Context: an optimization exercise on an open-source flow, tuned for small area. The choices shown serve that exercise and are no tape-out recipe. In this exercise RTL edits were held to simulation tests only and were not proved equivalent to the original. The clock port is modelled as an ideal driver; clocking choices that lean on that would not hold on a real chip. Power and IR drop assume default switching activity.

### flow/config.mk
export PLATFORM = sky130hd
export DESIGN_NAME = color_tracker
export DESIGN_NICKNAME = color_tracker
export VERILOG_FILES = /design/flow/design.v
export SDC_FILE = /design/flow/constraint.sdc
export NUM_CORES = 4
export LEC_CHECK = 0
export CAP_MARGIN = 20
export CORE_MARGIN = 2
export CORE_UTILIZATION = 50
export CTS_BUF_LIST = sky130_fd_sc_hd__clkbuf_8
export CTS_CLUSTER_DIAMETER = 80
export CTS_CLUSTER_SIZE = 16
export PLACE_DENSITY = 0.8
export SLEW_MARGIN = 20
export SYNTH_HIERARCHICAL = 1
### flow/constraint.sdc
create_clock -name core_clock -period 6.7 [get_ports {clk_pixel}]
set_input_delay 1.3400 -clock core_clock [delete_from_list [all_inputs] [get_ports {clk_pixel}]]
set_output_delay 1.3400 -clock core_clock [all_outputs]
set_load 0.01 [all_outputs]
### flow/design.v
module color_convert (
  input  logic [15:0] pixel,
  input  logic        sel_cb,   
  output logic [7:0]  luma,
  output logic [7:0]  chroma
);
  logic [4:0] r5;
  logic [5:0] g6;
  logic [4:0] b5;
  logic [4:0] u5;
  logic [4:0] w5;
  logic [5:0] x6;
  assign r5 = pixel[15:11];
  assign g6 = pixel[10:5];
  assign b5 = pixel[4:0];
  assign u5 = sel_cb ? b5 : r5;
  assign w5 = sel_cb ? r5 : b5;
  assign x6 = sel_cb ? {r5, 1'b0} : g6;
  logic luma_s0, luma_c0;
  csa_fa luma_fa1 (.a(b5[0]), .b(g6[0]), .c(r5[0]), .s(luma_s0), .co(luma_c0));
  logic luma_s1, luma_c1;
  csa_fa luma_fa2 (.a(b5[1]), .b(g6[0]), .c(g6[1]), .s(luma_s1), .co(luma_c1));
  logic luma_s2, luma_c2;
  csa_fa luma_fa3 (.a(r5[1]), .b(luma_c0), .c(luma_s1), .s(luma_s2), .co(luma_c2));
  logic luma_s3, luma_c3;
  csa_fa luma_fa4 (.a(b5[0]), .b(b5[2]), .c(g6[1]), .s(luma_s3), .co(luma_c3));
  logic luma_s4, luma_c4;
  csa_fa luma_fa5 (.a(g6[2]), .b(r5[0]), .c(r5[2]), .s(luma_s4), .co(luma_c4));
  logic luma_s5, luma_c5;
  csa_fa luma_fa6 (.a(luma_c1), .b(luma_s3), .c(luma_s4), .s(luma_s5), .co(luma_c5));
  logic luma_s6, luma_c6;
  csa_fa luma_fa7 (.a(b5[0]), .b(b5[1]), .c(b5[3]), .s(luma_s6), .co(luma_c6));
  logic luma_s7, luma_c7;
  csa_fa luma_fa8 (.a(g6[0]), .b(g6[2]), .c(g6[3]), .s(luma_s7), .co(luma_c7));
  logic luma_s8, luma_c8;
  csa_fa luma_fa9 (.a(r5[0]), .b(r5[1]), .c(r5[3]), .s(luma_s8), .co(luma_c8));
  logic luma_s9, luma_c9;
  csa_fa luma_fa10 (.a(luma_c3), .b(luma_c4), .c(luma_s6), .s(luma_s9), .co(luma_c9));
  logic luma_s10, luma_c10;
  csa_fa luma_fa11 (.a(luma_s7), .b(luma_s8), .c(luma_c5), .s(luma_s10), .co(luma_c10));
  logic luma_s11, luma_c11;
  csa_fa luma_fa12 (.a(b5[0]), .b(b5[1]), .c(b5[2]), .s(luma_s11), .co(luma_c11));
  logic luma_s12, luma_c12;
  csa_fa luma_fa13 (.a(b5[4]), .b(g6[1]), .c(g6[3]), .s(luma_s12), .co(luma_c12));
  logic luma_s13, luma_c13;
  csa_fa luma_fa14 (.a(g6[4]), .b(r5[1]), .c(r5[2]), .s(luma_s13), .co(luma_c13));
  logic luma_s14, luma_c14;
  csa_fa luma_fa15 (.a(r5[4]), .b(luma_c6), .c(luma_c7), .s(luma_s14), .co(luma_c14));
  logic luma_s15, luma_c15;
  csa_fa luma_fa16 (.a(luma_c8), .b(luma_s11), .c(luma_s12), .s(luma_s15), .co(luma_c15));
  logic luma_s16, luma_c16;
  csa_fa luma_fa17 (.a(luma_s13), .b(luma_c9), .c(luma_s14), .s(luma_s16), .co(luma_c16));
  logic luma_s17, luma_c17;
  csa_fa luma_fa18 (.a(luma_s15), .b(luma_c10), .c(luma_s16), .s(luma_s17), .co(luma_c17));
  logic luma_s18, luma_c18;
  csa_fa luma_fa19 (.a(b5[1]), .b(b5[2]), .c(b5[3]), .s(luma_s18), .co(luma_c18));
  logic luma_s19, luma_c19;
  csa_fa luma_fa20 (.a(g6[2]), .b(g6[4]), .c(g6[5]), .s(luma_s19), .co(luma_c19));
  logic luma_s20, luma_c20;
  csa_fa luma_fa21 (.a(r5[2]), .b(r5[3]), .c(luma_c11), .s(luma_s20), .co(luma_c20));
  logic luma_s21, luma_c21;
  csa_fa luma_fa22 (.a(luma_c12), .b(luma_c13), .c(luma_s18), .s(luma_s21), .co(luma_c21));
  logic luma_s22, luma_c22;
  csa_fa luma_fa23 (.a(luma_s19), .b(luma_c14), .c(luma_c15), .s(luma_s22), .co(luma_c22));
  logic luma_s23, luma_c23;
  csa_fa luma_fa24 (.a(luma_s20), .b(luma_s21), .c(luma_c16), .s(luma_s23), .co(luma_c23));
  logic luma_s24, luma_c24;
  csa_fa luma_fa25 (.a(luma_s22), .b(luma_s23), .c(luma_c17), .s(luma_s24), .co(luma_c24));
  logic luma_s25, luma_c25;
  csa_fa luma_fa26 (.a(b5[2]), .b(b5[3]), .c(b5[4]), .s(luma_s25), .co(luma_c25));
  logic luma_s26, luma_c26;
  csa_fa luma_fa27 (.a(g6[0]), .b(g6[3]), .c(g6[5]), .s(luma_s26), .co(luma_c26));
  logic luma_s27, luma_c27;
  csa_fa luma_fa28 (.a(r5[0]), .b(r5[3]), .c(r5[4]), .s(luma_s27), .co(luma_c27));
  logic luma_s28, luma_c28;
  csa_fa luma_fa29 (.a(luma_c18), .b(luma_c19), .c(luma_s25), .s(luma_s28), .co(luma_c28));
  logic luma_s29, luma_c29;
  csa_fa luma_fa30 (.a(luma_s26), .b(luma_s27), .c(luma_c20), .s(luma_s29), .co(luma_c29));
  logic luma_s30, luma_c30;
  csa_fa luma_fa31 (.a(luma_c21), .b(luma_s28), .c(luma_c22), .s(luma_s30), .co(luma_c30));
  logic luma_s31, luma_c31;
  csa_fa luma_fa32 (.a(luma_s29), .b(luma_c23), .c(luma_s30), .s(luma_s31), .co(luma_c31));
  logic luma_s32, luma_c32;
  csa_fa luma_fa33 (.a(b5[3]), .b(b5[4]), .c(g6[1]), .s(luma_s32), .co(luma_c32));
  logic luma_s33, luma_c33;
  csa_fa luma_fa34 (.a(g6[4]), .b(r5[1]), .c(r5[4]), .s(luma_s33), .co(luma_c33));
  logic luma_s34, luma_c34;
  csa_fa luma_fa35 (.a(luma_c25), .b(luma_c26), .c(luma_c27), .s(luma_s34), .co(luma_c34));
  logic luma_s35, luma_c35;
  csa_fa luma_fa36 (.a(luma_s32), .b(luma_s33), .c(luma_c28), .s(luma_s35), .co(luma_c35));
  logic luma_s36, luma_c36;
  csa_fa luma_fa37 (.a(luma_s34), .b(luma_c29), .c(luma_s35), .s(luma_s36), .co(luma_c36));
  logic luma_s37, luma_c37;
  csa_fa luma_fa38 (.a(luma_c30), .b(luma_s36), .c(luma_c31), .s(luma_s37), .co(luma_c37));
  logic luma_s38, luma_c38;
  csa_fa luma_fa39 (.a(b5[4]), .b(g6[2]), .c(g6[5]), .s(luma_s38), .co(luma_c38));
  logic luma_s39, luma_c39;
  csa_fa luma_fa40 (.a(r5[2]), .b(luma_c32), .c(luma_c33), .s(luma_s39), .co(luma_c39));
  logic luma_s40, luma_c40;
  csa_fa luma_fa41 (.a(luma_s38), .b(luma_c34), .c(luma_s39), .s(luma_s40), .co(luma_c40));
  logic luma_s41, luma_c41;
  csa_fa luma_fa42 (.a(luma_c35), .b(luma_s40), .c(luma_c36), .s(luma_s41), .co(luma_c41));
  logic luma_s42, luma_c42;
  csa_fa luma_fa43 (.a(g6[3]), .b(r5[3]), .c(luma_c38), .s(luma_s42), .co(luma_c42));
  logic luma_s43, luma_c43;
  csa_fa luma_fa44 (.a(luma_c39), .b(luma_s42), .c(luma_c40), .s(luma_s43), .co(luma_c43));
  logic luma_s44, luma_c44;
  csa_fa luma_fa45 (.a(g6[4]), .b(r5[4]), .c(luma_c42), .s(luma_s44), .co(luma_c44));
  logic [12:0] luma_ra, luma_rb, luma_sum;
  assign luma_ra = {1'b0, g6[5], luma_s44, luma_s43, luma_s41, luma_s37, luma_c24, luma_s24, luma_s17, luma_s9, luma_c2, luma_s2, luma_s0};
  assign luma_rb = {1'b0, luma_c44, luma_c43, luma_c41, luma_c37, 1'b0, luma_s31, 1'b0, 1'b0, luma_s10, luma_s5, 1'b0, 1'b0};
  assign luma_sum = luma_ra + luma_rb;
  assign luma = {luma_sum[12], luma_sum[11], luma_sum[10], luma_sum[9], luma_sum[8], luma_sum[7], luma_sum[6], luma_sum[5]};
  logic chroma_s0, chroma_c0;
  csa_fa chroma_fa1 (.a(~g6[1]), .b(~w5[0]), .c(~x6[0]), .s(chroma_s0), .co(chroma_c0));
  logic chroma_s1, chroma_c1;
  assign chroma_s1 = 1'b1 ^ (~g6[0] ^ ~g6[2]);
  assign chroma_c1 = (1'b1 & ~g6[0]) | (~g6[2] & (1'b1 | ~g6[0]));
  logic chroma_s2, chroma_c2;
  csa_fa chroma_fa3 (.a(~w5[1]), .b(~x6[0]), .c(~x6[1]), .s(chroma_s2), .co(chroma_c2));
  logic chroma_s3, chroma_c3;
  csa_fa chroma_fa4 (.a(chroma_s1), .b(chroma_c0), .c(chroma_s2), .s(chroma_s3), .co(chroma_c3));
  logic chroma_s4, chroma_c4;
  csa_fa chroma_fa5 (.a(~g6[1]), .b(~g6[3]), .c(~w5[0]), .s(chroma_s4), .co(chroma_c4));
  logic chroma_s5, chroma_c5;
  csa_fa chroma_fa6 (.a(~w5[2]), .b(~x6[1]), .c(~x6[2]), .s(chroma_s5), .co(chroma_c5));
  logic chroma_s6, chroma_c6;
  csa_fa chroma_fa7 (.a(chroma_c1), .b(chroma_c2), .c(chroma_s4), .s(chroma_s6), .co(chroma_c6));
  logic chroma_s7, chroma_c7;
  csa_fa chroma_fa8 (.a(chroma_s5), .b(chroma_c3), .c(chroma_s6), .s(chroma_s7), .co(chroma_c7));
  logic chroma_s8, chroma_c8;
  assign chroma_s8 = 1'b1 ^ (~g6[0] ^ ~g6[2]);
  assign chroma_c8 = (1'b1 & ~g6[0]) | (~g6[2] & (1'b1 | ~g6[0]));
  logic chroma_s9, chroma_c9;
  csa_fa chroma_fa10 (.a(~g6[4]), .b(~w5[1]), .c(~w5[3]), .s(chroma_s9), .co(chroma_c9));
  logic chroma_s10, chroma_c10;
  csa_fa chroma_fa11 (.a(~x6[0]), .b(~x6[2]), .c(~x6[3]), .s(chroma_s10), .co(chroma_c10));
  logic chroma_s11, chroma_c11;
  csa_fa chroma_fa12 (.a(chroma_s8), .b(chroma_c4), .c(chroma_c5), .s(chroma_s11), .co(chroma_c11));
  logic chroma_s12, chroma_c12;
  csa_fa chroma_fa13 (.a(chroma_s10), .b(chroma_s9), .c(chroma_c6), .s(chroma_s12), .co(chroma_c12));
  logic chroma_s13, chroma_c13;
  csa_fa chroma_fa14 (.a(chroma_s11), .b(chroma_s12), .c(chroma_c7), .s(chroma_s13), .co(chroma_c13));
  logic chroma_s14, chroma_c14;
  csa_fa chroma_fa15 (.a(~g6[1]), .b(~g6[3]), .c(~g6[5]), .s(chroma_s14), .co(chroma_c14));
  logic chroma_s15, chroma_c15;
  csa_fa chroma_fa16 (.a(~w5[0]), .b(~w5[2]), .c(~w5[4]), .s(chroma_s15), .co(chroma_c15));
  logic chroma_s16, chroma_c16;
  csa_fa chroma_fa17 (.a(~x6[1]), .b(~x6[3]), .c(~x6[4]), .s(chroma_s16), .co(chroma_c16));
  logic chroma_s17, chroma_c17;
  csa_fa chroma_fa18 (.a(chroma_c8), .b(chroma_s14), .c(chroma_c10), .s(chroma_s17), .co(chroma_c17));
  logic chroma_s18, chroma_c18;
  csa_fa chroma_fa19 (.a(chroma_c9), .b(chroma_s15), .c(chroma_s16), .s(chroma_s18), .co(chroma_c18));
  logic chroma_s19, chroma_c19;
  csa_fa chroma_fa20 (.a(chroma_c11), .b(chroma_s17), .c(chroma_s18), .s(chroma_s19), .co(chroma_c19));
  logic chroma_s20, chroma_c20;
  csa_fa chroma_fa21 (.a(chroma_c12), .b(chroma_s19), .c(chroma_c13), .s(chroma_s20), .co(chroma_c20));
  logic chroma_s21, chroma_c21;
  csa_fa chroma_fa22 (.a(~g6[0]), .b(~g6[2]), .c(~g6[4]), .s(chroma_s21), .co(chroma_c21));
  logic chroma_s22, chroma_c22;
  csa_fa chroma_fa23 (.a(~w5[1]), .b(~w5[3]), .c(~x6[2]), .s(chroma_s22), .co(chroma_c22));
  logic chroma_s23, chroma_c23;
  csa_fa chroma_fa24 (.a(~x6[4]), .b(~x6[5]), .c(chroma_c14), .s(chroma_s23), .co(chroma_c23));
  logic chroma_s24, chroma_c24;
  csa_fa chroma_fa25 (.a(chroma_s21), .b(chroma_c15), .c(chroma_c16), .s(chroma_s24), .co(chroma_c24));
  logic chroma_s25, chroma_c25;
  csa_fa chroma_fa26 (.a(chroma_s22), .b(chroma_s23), .c(chroma_c17), .s(chroma_s25), .co(chroma_c25));
  logic chroma_s26, chroma_c26;
  csa_fa chroma_fa27 (.a(chroma_c18), .b(chroma_s24), .c(chroma_s25), .s(chroma_s26), .co(chroma_c26));
  logic chroma_s27, chroma_c27;
  csa_fa chroma_fa28 (.a(chroma_c19), .b(chroma_s26), .c(chroma_c20), .s(chroma_s27), .co(chroma_c27));
  logic chroma_s28, chroma_c28;
  assign chroma_s28 = 1'b1 ^ (~g6[1] ^ ~g6[3]);
  assign chroma_c28 = (1'b1 & ~g6[1]) | (~g6[3] & (1'b1 | ~g6[1]));
  logic chroma_s29, chroma_c29;
  csa_fa chroma_fa30 (.a(~g6[5]), .b(~w5[2]), .c(~w5[4]), .s(chroma_s29), .co(chroma_c29));
  logic chroma_s30, chroma_c30;
  csa_fa chroma_fa31 (.a(~x6[3]), .b(~x6[5]), .c(chroma_c21), .s(chroma_s30), .co(chroma_c30));
  logic chroma_s31, chroma_c31;
  csa_fa chroma_fa32 (.a(chroma_s28), .b(chroma_c22), .c(chroma_s29), .s(chroma_s31), .co(chroma_c31));
  logic chroma_s32, chroma_c32;
  csa_fa chroma_fa33 (.a(chroma_c23), .b(chroma_s30), .c(chroma_c24), .s(chroma_s32), .co(chroma_c32));
  logic chroma_s33, chroma_c33;
  csa_fa chroma_fa34 (.a(chroma_s31), .b(chroma_c25), .c(chroma_s32), .s(chroma_s33), .co(chroma_c33));
  logic chroma_s34, chroma_c34;
  csa_fa chroma_fa35 (.a(chroma_c26), .b(chroma_s33), .c(chroma_c27), .s(chroma_s34), .co(chroma_c34));
  logic chroma_s35, chroma_c35;
  csa_fa chroma_fa36 (.a(~g6[2]), .b(~g6[4]), .c(u5[0]), .s(chroma_s35), .co(chroma_c35));
  logic chroma_s36, chroma_c36;
  csa_fa chroma_fa37 (.a(~w5[3]), .b(~x6[4]), .c(chroma_c28), .s(chroma_s36), .co(chroma_c36));
  logic chroma_s37, chroma_c37;
  csa_fa chroma_fa38 (.a(chroma_c29), .b(chroma_s35), .c(chroma_c30), .s(chroma_s37), .co(chroma_c37));
  logic chroma_s38, chroma_c38;
  csa_fa chroma_fa39 (.a(chroma_s36), .b(chroma_c31), .c(chroma_s37), .s(chroma_s38), .co(chroma_c38));
  logic chroma_s39, chroma_c39;
  csa_fa chroma_fa40 (.a(chroma_c32), .b(chroma_s38), .c(chroma_c33), .s(chroma_s39), .co(chroma_c39));
  logic chroma_s40, chroma_c40;
  csa_fa chroma_fa41 (.a(~g6[3]), .b(~g6[5]), .c(u5[1]), .s(chroma_s40), .co(chroma_c40));
  logic chroma_s41, chroma_c41;
  csa_fa chroma_fa42 (.a(~w5[4]), .b(~x6[5]), .c(chroma_c35), .s(chroma_s41), .co(chroma_c41));
  logic chroma_s42, chroma_c42;
  csa_fa chroma_fa43 (.a(chroma_s40), .b(chroma_c36), .c(chroma_s41), .s(chroma_s42), .co(chroma_c42));
  logic chroma_s43, chroma_c43;
  csa_fa chroma_fa44 (.a(chroma_c37), .b(chroma_s42), .c(chroma_c38), .s(chroma_s43), .co(chroma_c43));
  logic chroma_s44, chroma_c44;
  csa_fa chroma_fa45 (.a(~g6[4]), .b(u5[2]), .c(chroma_c40), .s(chroma_s44), .co(chroma_c44));
  logic chroma_s45, chroma_c45;
  csa_fa chroma_fa46 (.a(chroma_c41), .b(chroma_s44), .c(chroma_c42), .s(chroma_s45), .co(chroma_c45));
  logic chroma_s46, chroma_c46;
  csa_fa chroma_fa47 (.a(~g6[5]), .b(u5[3]), .c(chroma_c44), .s(chroma_s46), .co(chroma_c46));
  logic [13:0] chroma_ra, chroma_rb, chroma_sum;
  assign chroma_ra = {1'b0, u5[4], chroma_s46, chroma_s45, chroma_s43, chroma_s39, chroma_s34, chroma_s27, chroma_s20, chroma_s13, chroma_s7, chroma_s3, chroma_s0, 1'b1};
  assign chroma_rb = {1'b0, chroma_c46, chroma_c45, chroma_c43, chroma_c39, chroma_c34, 1'b0, 1'b0, 1'b0, 1'b0, 1'b0, 1'b0, 1'b0, ~g6[0]};
  assign chroma_sum = chroma_ra + chroma_rb;
  assign chroma = {chroma_sum[13], chroma_sum[12], chroma_sum[11], chroma_sum[10], chroma_sum[9], chroma_sum[8], chroma_sum[7], chroma_sum[6]};
endmodule
module channel_threshold (
  input  logic [15:0] pixel,
  input  logic [7:0]  luma,
  input  logic [7:0]  chroma,    
  input  logic [2:0]  channel_sel,
  input  logic [7:0]  lower_bound,
  input  logic [7:0]  upper_bound,
  output logic [7:0]  channel,
  output logic        in_range
);
  always_comb begin
    case (channel_sel)
      3'b000:  channel = {pixel[10:5], 2'b00};   
      3'b001:  channel = {pixel[15:11], 3'b000};  
      3'b010:  channel = {pixel[4:0], 3'b000};   
      3'b100:  channel = luma;
      3'b101:  channel = chroma;  
      3'b110:  channel = chroma;  
      default: channel = '0;  
    endcase
  end
  function automatic logic ge8(input logic [7:0] a, input logic [7:0] b);
    logic c;
    c = 1'b1;
    for (int i = 0; i < 8; i++) c = (a[i] & ~b[i]) | (c & (a[i] | ~b[i]));
    ge8 = c;
  endfunction
  assign in_range = ge8(channel, lower_bound) && ge8(upper_bound, channel);
endmodule
module csa_fa (
  input  logic a,
  input  logic b,
  input  logic c,
  output logic s,
  output logic co
);
  assign s  = a ^ (b ^ c);
  assign co = (a & b) | (c & (a | b));
endmodule
module csa_ha (
  input  logic a,
  input  logic b,
  output logic s,
  output logic co
);
  assign s  = a ^ b;
  assign co = a & b;
endmodule
module rc_add #(
  parameter int W = 8
) (
  input  logic [W-1:0] a,
  input  logic [W-1:0] b,
  input  logic         ci,
  output logic [W-1:0] s,
  output logic         co
);
  logic [W:0] c;
  assign c[0] = ci;
  for (genvar i = 0; i < W; i++) begin : g_bit
    csa_fa fa_i (.a(a[i]), .b(b[i]), .c(c[i]), .s(s[i]), .co(c[i+1]));
  end
  assign co = c[W];
endmodule
module rc_inc #(
  parameter int W = 8
) (
  input  logic [W-1:0] a,
  input  logic         ci,
  output logic [W-1:0] s,
  output logic         co
);
  logic [W:0] c;
  assign c[0] = ci;
  for (genvar i = 0; i < W; i++) begin : g_bit
    csa_ha ha_i (.a(a[i]), .b(c[i]), .s(s[i]), .co(c[i+1]));
  end
  assign co = c[W];
endmodule
module com_accumulator (
  input  logic        clk_pixel,
  input  logic        sys_rst,
  input  logic        mark,        
  input  logic        new_frame,
  input  logic [10:0] hcount,
  input  logic [9:0]  vcount,
  output logic [10:0] x_com,
  output logic [9:0]  y_com,
  output logic        com_valid
);
  localparam logic [5:0] X_STEPS = 6'd11;
  localparam logic [6:0] LAST    = 7'd84;  
  logic [31:0] x_sum;    
  logic [30:0] y_sum;
  logic [21:0] count_n;  
  logic        x_carry;  
  logic        y_carry;  
  logic        busy;
  logic [6:0]  step;       
  logic        lo_carry;
  logic [10:0] lo_diff;
  logic [10:0] hi_diff;
  logic        hi_carry;   
  logic        lo_carry_q;
  logic        mark_add;
  logic        last;
  logic        clear;
  logic        sel_shift;
  logic        sel_add;
  logic        sel_sub;
  logic        sel_keep;
  logic [31:0] x_add;
  logic [30:0] y_add;
  logic        load;
  logic        keep;
  logic [10:0] h_add;
  logic [9:0]  v_add;
  logic [11:0] x_lo;
  logic        x_lo_co;
  logic [19:0] x_hi;
  logic [10:0] y_lo;
  logic        y_lo_co;
  logic [19:0] y_hi;
  logic        q_bit;
  assign mark_add = mark && !busy;
  assign h_add = mark_add ? hcount : '0;
  assign v_add = mark_add ? vcount : '0;
  rc_add #(.W(11)) x_lo_i (.a(x_sum[10:0]), .b(h_add), .ci(1'b0),
                           .s(x_lo[10:0]), .co(x_lo[11]));
  assign x_lo_co = x_lo[11] & x_sum[11];
  rc_inc #(.W(20)) x_hi_i (.a(x_sum[31:12]), .ci(x_carry), .s(x_hi), .co());
  rc_add #(.W(10)) y_lo_i (.a(y_sum[9:0]), .b(v_add), .ci(1'b0),
                           .s(y_lo[9:0]), .co(y_lo[10]));
  assign y_lo_co = y_lo[10] & y_sum[10];
  rc_inc #(.W(20)) y_hi_i (.a(y_sum[30:11]), .ci(y_carry), .s(y_hi), .co());
  rc_add #(.W(11)) div_lo_i (.a(x_sum[20:10]), .b(count_n[10:0]), .ci(1'b1),
                             .s(lo_diff), .co(lo_carry));
  rc_add #(.W(11)) div_hi_i (.a(x_sum[31:21]), .b(count_n[21:11]), .ci(lo_carry_q),
                             .s(hi_diff), .co(hi_carry));
  assign q_bit    = ((step[6:1] < X_STEPS) || step[6]) && hi_carry;
  assign last  = (step == LAST);
  assign clear = sys_rst || (busy && last);
  assign sel_shift = busy && step[0] && !clear;
  assign sel_add   = !(busy && step[0]) && !clear;
  assign sel_sub   = sel_shift && q_bit;
  assign sel_keep  = sel_shift && !q_bit;
  assign x_add     = {x_hi, x_lo[11] ^ x_sum[11], x_lo[10:0]};
  assign y_add     = {y_hi, y_lo[10] ^ y_sum[10], y_lo[9:0]};
  always_ff @(posedge clk_pixel) begin
    x_sum[31:11] <= ({hi_diff[9:0], lo_diff} & {21{sel_sub}})
                  | (x_sum[30:10] & {21{sel_keep}})
                  | (x_add[31:11] & {21{sel_add}});
    x_sum[10:0]  <= ({x_sum[9:0], y_sum[30]} & {11{sel_shift}})
                  | (x_add[10:0] & {11{sel_add}});
    y_sum        <= ({y_sum[29:0], q_bit} & {31{sel_shift}})
                  | (y_add & {31{sel_add}});
    if (clear) begin
      count_n <= '1;
      x_carry <= 1'b0;
      y_carry <= 1'b0;
    end else begin
      x_carry <= x_lo_co;
      y_carry <= y_lo_co;
      count_n <= count_n - 22'(mark_add);
    end
  end
  always_ff @(posedge clk_pixel) begin
    lo_carry_q <= lo_carry;
  end
  always_ff @(posedge clk_pixel) begin
    if (sys_rst) begin
      busy <= 1'b0;
      step <= '0;
    end else if (busy) begin
      busy <= !last;
      step <= last ? '0 : step + 1'b1;
    end else begin
      busy <= new_frame && (count_n != '1);
      step <= '0;
    end
  end
  assign load = busy && last && !sys_rst;
  assign keep = !(busy && last) && !sys_rst;
  always_ff @(posedge clk_pixel) begin
    x_com     <= (x_sum[10:0] & {11{load}}) | (x_com & {11{keep}});
    y_com     <= (y_sum[9:0] & {10{load}}) | (y_com & {10{keep}});
    com_valid <= load;
  end
endmodule
module overlay_mux (
  input  logic [15:0] bg_pix,
  input  logic        mask,
  input  logic [10:0] hcount,
  input  logic [9:0]  vcount,
  input  logic [1:0]  bg_sel,
  input  logic [1:0]  target_sel,
  input  logic [10:0] x_com,
  input  logic [9:0]  y_com,
  output logic [23:0] pixel_out
);
  logic [7:0]  gray;
  logic [23:0] bg;
  logic        on_cross;
  assign gray = bg_pix[7:0];
  always_comb begin
    case (bg_sel)
      2'b00:   bg = {bg_pix[15:11], 3'b000, bg_pix[10:5], 2'b00, bg_pix[4:0], 3'b000};
      2'b01:   bg = {gray, gray, gray};
      2'b10:   bg = {24{mask}};
      default: bg = mask ? 24'hFF00FF : {gray, gray, gray};
    endcase
  end
  assign on_cross = (target_sel == 2'b01) && ((hcount == x_com) || (vcount == y_com));
  assign pixel_out = on_cross ? 24'hFFFFFF : bg;
endmodule
module color_tracker #(
  parameter int SUM_BITS = 32  
) (
  input  logic        clk_pixel,
  input  logic        sys_rst,
  input  logic [15:0] pixel,
  input  logic [24:0] timing,
  input  logic [2:0]  channel_sel,
  input  logic [7:0]  lower_bound,
  input  logic [7:0]  upper_bound,
  input  logic [1:0]  bg_sel,
  input  logic [1:0]  target_sel,
  output logic [23:0] pixel_out,
  output logic [24:0] timing_out,
  output logic [10:0] x_com,
  output logic [9:0]  y_com,
  output logic        com_valid
);
  logic [15:0] pix_q1, pix_q2, pix_q3, pix_q4;
  logic [24:0] tim_q1, tim_q2, tim_q3, tim_q4, tim_q5;
  logic [2:0]  rst_hist;  
  logic        rst_recent;  
  logic        tim_keep;  
  logic [7:0]  luma, chroma, channel;
  logic        in_range;
  logic [15:0] bg_q;
  logic        mask_q;
  logic        sel_cb_q;  
  color_convert color_convert_i (
    .pixel  (pix_q4),
    .sel_cb (sel_cb_q),
    .luma   (luma),
    .chroma (chroma)
  );
  channel_threshold channel_threshold_i (
    .pixel       (pix_q4),
    .luma        (luma),
    .chroma      (chroma),
    .channel_sel (channel_sel),
    .lower_bound (lower_bound),
    .upper_bound (upper_bound),
    .channel     (channel),
    .in_range    (in_range)
  );
  always_ff @(posedge clk_pixel) begin
    pix_q1   <= pixel;
    pix_q2   <= pix_q1;
    pix_q3   <= pix_q2;
    pix_q4   <= pix_q3;
    tim_q1   <= timing;
    tim_q2   <= tim_q1;
    tim_q3   <= tim_q2;
    tim_q4   <= tim_q3;
    rst_hist   <= {rst_hist[1:0], sys_rst};
    rst_recent <= sys_rst || (rst_hist != '0);
    tim_q5     <= tim_q4 & {25{tim_keep}};
    mask_q   <= in_range;
    sel_cb_q <= channel_sel[1];  
    bg_q[15:8] <= pix_q4[15:8];
    if (bg_sel == 2'b00) bg_q[7:0] <= pix_q4[7:0];
    else if (bg_sel[1]) bg_q[7:0] <= luma;
    else bg_q[7:0] <= channel;
  end
  assign tim_keep   = !(sys_rst || rst_recent);
  assign timing_out = tim_q5;
  com_accumulator com_accumulator_i (
    .clk_pixel (clk_pixel),
    .sys_rst   (sys_rst),
    .mark      (tim_q5[3] && mask_q),
    .new_frame (tim_q5[0]),
    .hcount    (tim_q5[24:14]),
    .vcount    (tim_q5[13:4]),
    .x_com     (x_com),
    .y_com     (y_com),
    .com_valid (com_valid)
  );
  overlay_mux overlay_mux_i (
    .bg_pix     (bg_q),
    .mask       (mask_q),
    .hcount     (tim_q5[24:14]),
    .vcount     (tim_q5[13:4]),
    .bg_sel     (bg_sel),
    .target_sel (target_sel),
    .x_com      (x_com),
    .y_com      (y_com),
    .pixel_out  (pixel_out)
  );
endmodule
### flow/flow/run.sh
#!/bin/bash
# The standard layout (standard synthesis and ORFS flow), with these changes:
# the port buffers use the smallest buffer cell instead of the default pick;
# after the post-placement repair and after clock tree synthesis, cells on
# paths with slack are downsized; clock tree synthesis adds no dummy loads.
set -uo pipefail
export BUFFER_PORTS_ARGS="-buffer_cell sky130_fd_sc_hd__buf_1"
export POST_RESIZE_TCL="$PWD/flow/recover.tcl"
export POST_CTS_TCL="$PWD/flow/recover_cts.tcl"
export CTS_ARGS="-sink_clustering_enable -repair_clock_nets -sink_clustering_size 16 -sink_clustering_max_diameter 80 -buf_list sky130_fd_sc_hd__clkbuf_8 -dont_use_dummy_load"
bash standard.sh finish > standard_flow.log 2>&1
### flow/flow/recover.tcl
# after global placement and its design repair: give back area on paths with
# timing slack by downsizing cells
puts "recover: area before [sta::format_area [rsz::design_area] 0]"
repair_timing -recover_power 100 -verbose
puts "recover: area after [sta::format_area [rsz::design_area] 0]"
### flow/flow/recover_cts.tcl
# after clock tree synthesis and its timing repair: give back area on paths
# with timing slack by downsizing cells, then legalize the placement again
puts "recover: area before [sta::format_area [rsz::design_area] 0]"
estimate_parasitics -placement
repair_timing -recover_power 100 -verbose
detailed_placement
check_placement -verbose
puts "recover: area after [sta::format_area [rsz::design_area] 0]"
### flow/standard.sh
#!/bin/bash
# synth_recipe.tcl (not shown) runs the flow's synth.tcl, then flattens the netlist and writes it again
# the make line also repeats each setting of config.mk as NAME=value (left out here)
make -C /OpenROAD-flow-scripts/flow DESIGN_CONFIG=/design/flow/config.mk WORK_HOME=/design/flow/orfs CLKGATE_MAP_FILE= SYNTH_SCRIPT=/design/flow/synth_recipe.tcl "${@:-finish}"
==> run_results.csv <==
group,metric,value,unit
yosys,synth_edf_count,0,
floorplan,dieArea,0.0298,mm2
floorplan,rows,61,
floorplan,initial_utilization,50.9,%
timing,setup_tns,0,ns
critical_path,cp-end-kind,"flop",
critical_path,timing.rr.start,"sel_cb_q",
yosys,avgSynthCellArea,12.5,um2
floorplan,coreArea,0.0279,mm2
yosys,synth-warning-count,10,
floorplan,fp.dieH,173,um
final_layout,areaGrowthSynthToFinish,9.51,%
final_layout,final_cells,1662,
clock_tree,cts.sinks,329,
critical_path,setup.worst_path.class,"reg2reg",
yosys,async_flop_share,0,%
final_layout,seq_area,0.00659,mm2
grt,antenna_found_initial,0,
critical_path,r2r_slack,0.28,ns
timing,setup_violations,0,
power,powerDensity,315,mW/mm2
yosys,ys_ff_latch,329,
yosys,syn_area,0.0142,mm2
clock_tree,clk_latency,0.57,ns
place,io_buffers,136,
yosys,synth.top_cell.area_share,46.3,%
critical_path,crit_end,"mask_q",
yosys,yosys-top-cells-area,"dfxtp_1 46%, fa_1 19%, ha_1 5.2%, a22o_1 3.8%, and2_1 3.1%",
run_status,status,"timing/DRC/antenna clean",
place,place_inst,1632,
drt,detail_route.wl_per_cell,16.8,um
floorplan,die_width,173,um
drt,num_vias,8856,
clock_tree,cts_tree,"done",
timing,tightest_slew,0.995,ns
timing,maxSlewHeadroom,33.7,%
drt,finalWirelength,27900,um
drt,drtIter0Drc,541,
grt,grt_pass1_wl,45800,um
power,p_leak,6.53,nW
yosys,yosysSeqAreaShare,46.3,%
grt,grt_max_degree,52,
clock_tree,clk_pin_slew,0.10,ns
critical_path,worstPathArrival,6.91,ns
grt,grt_overflow,0,
grt,grtUsageTotal,18.9,%
final_layout,num-fill-cells,2348,
yosys,synth_cell_types,91,
grt,grt_pass1_vias,8842,
power,peakVddDrop,0.239,mV
timing,skew,0.0741,ns
drt,routed_via_density,5.33,
timing,rsz0062_at_grt,"false",
critical_path,crit_start,"sel_cb_q",
final_layout,nNetsFinal,1543,
timing,layout_worst_path_cycle_share,95.8,%
timing,finalCriticalPeriod,6.42,ns
final_layout,multi_input_area,0.00730,mm2
timing,fmax,0.156,GHz
yosys,synth_ff_type,"dfxtp_1",
critical_path,reg2reg_depth,20,
worst_hold_path,worstHoldPathType,"reg2reg",
yosys,synth.most_common_cell,"dfxtp_1",
yosys,syn_inst,1141,
drt,ant_nets,0,
critical_path,rr_endpoint,"mask_q",
yosys,yosys.area.top_type,"dfxtp_1",
floorplan,io_pins,137,
drt,drc,0,
place,place.gp.congestion,0.887,
critical_path,startpoint_type,"flop",
yosys,synthTopCellsByCount,"329 x dfxtp_1, 132 x fa_1, 71 x and2_1, 64 x nand2_1, 62 x a22o_1",
final_layout,drive_above_1_share,8.02,%
timing,hold_viol,0,
critical_path,worstPathRequired,7.19,ns
timing,report.final.slew_viol_count,0,
critical_path,path_max_fanout,7,
place,hpwlAfterDp,21000,um
job,drv_cap,0,
final_layout,num_antenna_cells,0,
drt,dr.pass1.iters,5,
-- registers in the layout, indices dropped and copies added, names as in the netlist, 7 cells and up --
register,flops
com_accumulator_i.step,7
pix_q2,16
com_accumulator_i.y_com,10
pix_q3,16
com_accumulator_i.count_n,22
com_accumulator_i.x_com,11
tim_q2,25
com_accumulator_i.y_sum,31
pix_q1,16
pix_q4,16
tim_q1,25
tim_q5,25
bg_q,16
tim_q3,25
tim_q4,25
com_accumulator_i.x_sum,32
-- per-module statistics from Yosys, one instance, submodules excluded, excerpt --
module	cells inside	flops+latches	cell area, um2
csa_fa	1	0	20.0
csa_ha	1	0	12.5
color_tracker	267	211	4570
color_convert	85	0	698
com_accumulator	410	118	4400
channel_threshold	96	0	754
overlay_mux	111	0	659
-- worst max-delay path, cell delays in order (launching register included) --
cell      delay, ns
dfxtp_2        0.46
mux2i_1        0.34
fa_1           0.51
fa_1           0.43
fa_1           0.43
fa_1           0.39
fa_1           0.40
fa_1           0.41
fa_1           0.39
ha_1           0.34
nand2_1        0.06
o31ai_1        0.41
a21oi_1        0.15
xnor2_1        0.16
mux2i_1        0.14
mux4_2         0.32
nor2_1         0.06
maj3_1         0.39
a211oi_1       0.25
o22ai_1        0.12
nor3_2         0.16
-- cells by family after synthesis --
| kind of cell | synth area share [%] |
|---|---|
| simple gates | 10.6 |
| mux | 2.68 |
| other cells | 0.0528 |
| compound gates | 10.6 |
| buf+inv | 2.73 |
| fa+ha+maj | 23.9 |
| flops | 46.3 |
| xor+xnor | 3.08 |
-- per-layer routing --
layer	vias up	GRT usage [%]	share of wire [%]
li1	4202	-	-
met1	4343	25.6	44
met2	250	30.8	47
met3	61	4.02	6.2
met4	0	5.08	2.9
met5	-	0	0
-- worst min path at each step --
stage | startpoint | cells after the start | endpoint
2_1_floorplan | pix_q1[0] | 0 | pix_q2[0]
3_3_place_gp | tim_q2[1] | 0 | tim_q3[1]
3_5_place_dp | pix_q1[9] | 0 | pix_q2[9]
5_1_grt | pix_q2[6] | 0 | pix_q3[6]
6_report | pix_q2[6] | 0 | pix_q3[6]
-- final cells by class --
type | instances | area share [%]
Clock buffer | 26 | 2.30
Multi-Input combinational cell | 733 | 46.8
Sequential cell | 329 | 42.3
Inverter | 34 | 0.819
Tap cell | 378 | 3.04
Timing Repair Buffer | 162 | 4.71
-- report_power, final --
part | switching, mW | internal [mW]
Clock | 0.575 | 0.346
Combinational | 1.10 | 0.789
Sequential | 0.0546 | 2.05
Total | 1.73 | 3.18
-- through the flow --
stage          area, um2  setup WS [ns]  hold WS (ns)  power, mW  util (%)
5_1_grt            15600        0.00952         0.312       5.24      55.8
2_1_floorplan      14200          0.357         0.310       3.54         -
6_report           15600          0.279         0.312       4.91      55.8
3_3_place_gp       15100          0.369         0.310       3.96      54.2
3_5_place_dp       15100          0.121         0.312       4.01      53.9
-- cells in the final DEF, fill, tap and decap left out, types with 4 or more instances in the layout --
master and count:
nand2b_1 13, a21o_1 5, clkbuf_8 26, inv_1 32, fa_1 132, mux2i_1 18, ha_1 59, and2_1 61
mux2i_2 4, clkbuf_1 5, dfxtp_1 326, a221o_1 22, nand2_1 64, nor3_1 9, buf_1 133, nand4_1 11
buf_4 14, a22o_1 62, o21ai_0 21, xor2_1 19, and2_0 10, and3_1 7, mux2_2 7, clkbuf_2 5
a221oi_1 4, or3_1 5, xnor2_1 31, nand3_1 13, nor2_1 33, a21oi_1 25, or4_1 8

==> re-timing with driven ports <==
The results above use ideal ports. As a check the final layout listed here was re-extracted and re-timed, cells and wires unchanged.
Step 1 sets driving cells, clkbuf_16 on the clock port and buf_2 on the other inputs (assumed; they add their load-dependent delay and slew).
Step 2, shift: input delay + t, output delay - t, t = (earliest + latest rising clock arrival at the registers) / 2. This alone moves slack from input paths to output paths.
Three values: ideal, step 1, step 2; two values: the first two.
t (ns): 0.578
setup slack, ns: 0.279 / 0.279 / 0.279
hold WS [ns]: 0.312 / 0.312 / 0.312
worst setup path at the end: register to register
worst slew at a driven data input, ns: 0.07
After both steps setup and hold are still met in this run. For this run, drivers alone change the setup slack by 0.000 ns; drivers and shift together by 0.000 ns.
